This is an optimization exercise on Yosys and OpenROAD, whose aim is small area, not a production implementation.
Function was checked by simulation only, so behaviour that the tests miss may differ from the original.
Power is estimated from default activity; no workload was simulated.

==> flow/design.v <==
module reg_file_hold (
  input  logic        we,
  input  logic        hold,
  input  logic wd,
  input  logic q,
  output logic d
);
  assign d = (we & wd) | (hold & q);
endmodule
module reg_file_ao3 (
  input  logic        s0,
  input  logic        s1,
  input  logic        s2,
  input  logic d0,
  input  logic d1,
  input  logic d2,
  output logic y_n
);
  assign y_n = ~((s0 & d0) | (s1 & d1) | (s2 & d2));
endmodule
module reg_file #(
  parameter int NUM_RS    = 3,
  parameter int ZERO_REG  = 1,
  parameter int NUM_REG   = 32,
  parameter int REG_WIDTH = 32
) (
  input  logic                                        clk_i,
  input  logic                                        arst_ni,
  input  logic [$clog2(NUM_REG)-1:0]                  rd_addr_i,
  input  logic [REG_WIDTH-1:0]                        rd_data_i,
  input  logic                                        rd_en_i,
  input  logic [NUM_RS-1:0][$clog2(NUM_REG)-1:0]      rs_addr_i,
  output logic [NUM_RS-1:0][REG_WIDTH-1:0]            rs_data_o
);
  logic [31:0] wsel;
  always_comb begin
    for (int r = 0; r < 32; r++) begin
      wsel[r] = rd_en_i && (rd_addr_i == 5'(r)) && (r != 0);
    end
  end
  logic [31:1] valid_q;
  always_ff @(posedge clk_i or negedge arst_ni) begin
    if (!arst_ni) begin
      valid_q <= '0;
    end else begin
      valid_q <= valid_q | wsel[31:1];
    end
  end
  logic [31:1][31:0] data_q, data_d;
  for (genvar r = 1; r < 32; r++) begin : g_hold
    for (genvar b = 0; b < 32; b++) begin : g_bit
      reg_file_hold u_hold (
        .we(wsel[r]), .hold(~wsel[r]), .wd(rd_data_i[b]), .q(data_q[r][b]), .d(data_d[r][b]));
    end
  end
  always_ff @(posedge clk_i) begin
    data_q <= data_d;
  end
  logic [2:0][31:1]      sel;      
  logic [2:0][10:0][31:0] grp_n;   
  for (genvar p = 0; p < 3; p++) begin : g_rd
    for (genvar r = 1; r < 32; r++) begin : g_sel
      assign sel[p][r] = valid_q[r] && (rs_addr_i[p] == 5'(r));
    end
    for (genvar g = 0; g < 10; g++) begin : g_grp
      for (genvar b = 0; b < 32; b++) begin : g_bit
        reg_file_ao3 u_ao3 (
          .s0(sel[p][3*g+1]), .s1(sel[p][3*g+2]), .s2(sel[p][3*g+3]),
          .d0(data_q[3*g+1][b]), .d1(data_q[3*g+2][b]), .d2(data_q[3*g+3][b]),
          .y_n(grp_n[p][g][b]));
      end
    end
    assign grp_n[p][10] = ~({32{sel[p][31]}} & data_q[31]);
    for (genvar b = 0; b < 32; b++) begin : g_bit
      assign rs_data_o[p][b] = ~&{grp_n[p][10][b], grp_n[p][9][b], grp_n[p][8][b],
                                 grp_n[p][7][b], grp_n[p][6][b], grp_n[p][5][b],
                                 grp_n[p][4][b], grp_n[p][3][b], grp_n[p][2][b],
                                 grp_n[p][1][b], grp_n[p][0][b]};
    end
  end
endmodule
==> flow/config.mk <==
export PLATFORM = sky130hd
export DESIGN_NAME = reg_file
export DESIGN_NICKNAME = reg_file
export VERILOG_FILES = /design/flow/design.v
export SDC_FILE = /design/flow/constraint.sdc
export NUM_CORES = 4
export LEC_CHECK = 0
export CAP_MARGIN = 20
export CORE_MARGIN = 2
export CORE_UTILIZATION = 30
export PLACE_DENSITY = 0.45
export SETUP_SLACK_MARGIN = 0.6
export SLEW_MARGIN = 20
export SYNTH_HIERARCHICAL = 1
==> flow/constraint.sdc <==
create_clock -name core_clock -period 6.0 [get_ports {clk_i}]
set_input_delay 1.2000 -clock core_clock [delete_from_list [all_inputs] [get_ports {clk_i}]]
set_output_delay 1.2000 -clock core_clock [all_outputs]
set_load 0.01 [all_outputs]
standard.sh (not shown) runs the stock make flow with config.mk's settings and CLKGATE_MAP_FILE= SYNTH_SCRIPT=/design/flow/synth_recipe.tcl, a recipe that flattens the netlist after the stock synthesis.
==> flow/flow/run.sh <==
#!/bin/bash
# Standard layout with two changes: the port buffers are the smallest buffer
# (repair may still upsize them), and clock tree synthesis inserts no dummy loads.
set -euo pipefail
export BUFFER_PORTS_ARGS="-buffer_cell sky130_fd_sc_hd__buf_1"
export CTS_ARGS="-sink_clustering_enable -repair_clock_nets -dont_use_dummy_load"
bash standard.sh > standard.log 2>&1
The first run ran to the end with no violations.
==> next run, changes <==
==> flow/flow/run.sh (replaced) <==
#!/bin/bash
# Standard layout with two changes: the port buffers are the smallest buffer
# (repair may still upsize them), and clock tree synthesis inserts no dummy loads
# and clusters up to 20 flip-flops under each leaf buffer.
set -euo pipefail
export BUFFER_PORTS_ARGS="-buffer_cell sky130_fd_sc_hd__buf_1"
export CTS_ARGS="-sink_clustering_enable -repair_clock_nets -dont_use_dummy_load -sink_clustering_size 20 -sink_clustering_max_diameter 100 -buf_list {sky130_fd_sc_hd__clkbuf_16}"
bash standard.sh > standard.log 2>&1
- SETUP_SLACK_MARGIN: 0.6 -> 0.4
The changed run finished clean.
Core utilization shrinks by 1.1 points.
Non-clock buffer count shrinks by 2.
Final area shrinks by 3.2%.
==> next run, changes <==
==> flow/run.sh (new file) <==
#!/bin/bash
# synth_recipe.tcl (not shown) runs the flow's synth.tcl, then flattens the netlist and writes it again
# the make line also repeats each setting of config.mk as NAME=value (left out here)
make -C /OpenROAD-flow-scripts/flow DESIGN_CONFIG=/design/flow/config.mk WORK_HOME=/design/flow/orfs CLKGATE_MAP_FILE= SYNTH_SCRIPT=/design/flow/synth_recipe.tcl finish
- PLACE_DENSITY: 0.45 -> unset
- SETUP_SLACK_MARGIN: 0.4 -> unset
removed: flow/flow/run.sh
removed: flow/standard.sh
=> Now the flow completed and failed the layout checks on negative setup slack. Routed wire length decreases by about 3%. Die area stays the same. Power rises by 20%. Clock skew does not change.
==> next run, changes <==
- PLACE_DENSITY: unset -> 0.45
- SETUP_SLACK_MARGIN: unset -> 0.5
Effect: Now the flow completed without violations. Routed wire length rose by 8.5%. Worst setup slack improved by 480 ps. Cell area rose by 1.9%. Die area is unchanged. Critical path depth stays the same. Synthesized cell count is unchanged.

afterwards: timing with drivers on the ports:
How much do the figures lean on ideal ports? The routed layouts below were timed once more, with nothing changed but the port constraints.
Step 1, drivers: a clkbuf_16 drives clk_i and a buf_2 each remaining input, both assumed.
Step 2 moves the port delays by t, midway between the first and last clock arrival at a register: inputs arrive t later, outputs are due t later. That takes back most of the time a late clock gives input paths.
a / b / c = ideal / step 1 / step 2; a / b = the first two.
run | shift t [ns] | setup WS [ns] | worst slew at a driven data input, ns
the first run | 0.804 | 0.430 / 0.376 / 0.376 | 0.16
the second run | 0.791 | 0.326 / 0.213 / 0.213 | 0.16
the third run | 0.818 | -0.036 / -0.070 / -0.070 | 0.08
the fourth run | 0.833 | 0.442 / 0.385 / 0.385 | 0.09
The setup slack of the second run, which loses most, moves by -0.113 ns with the drivers and by -0.113 ns with both steps.
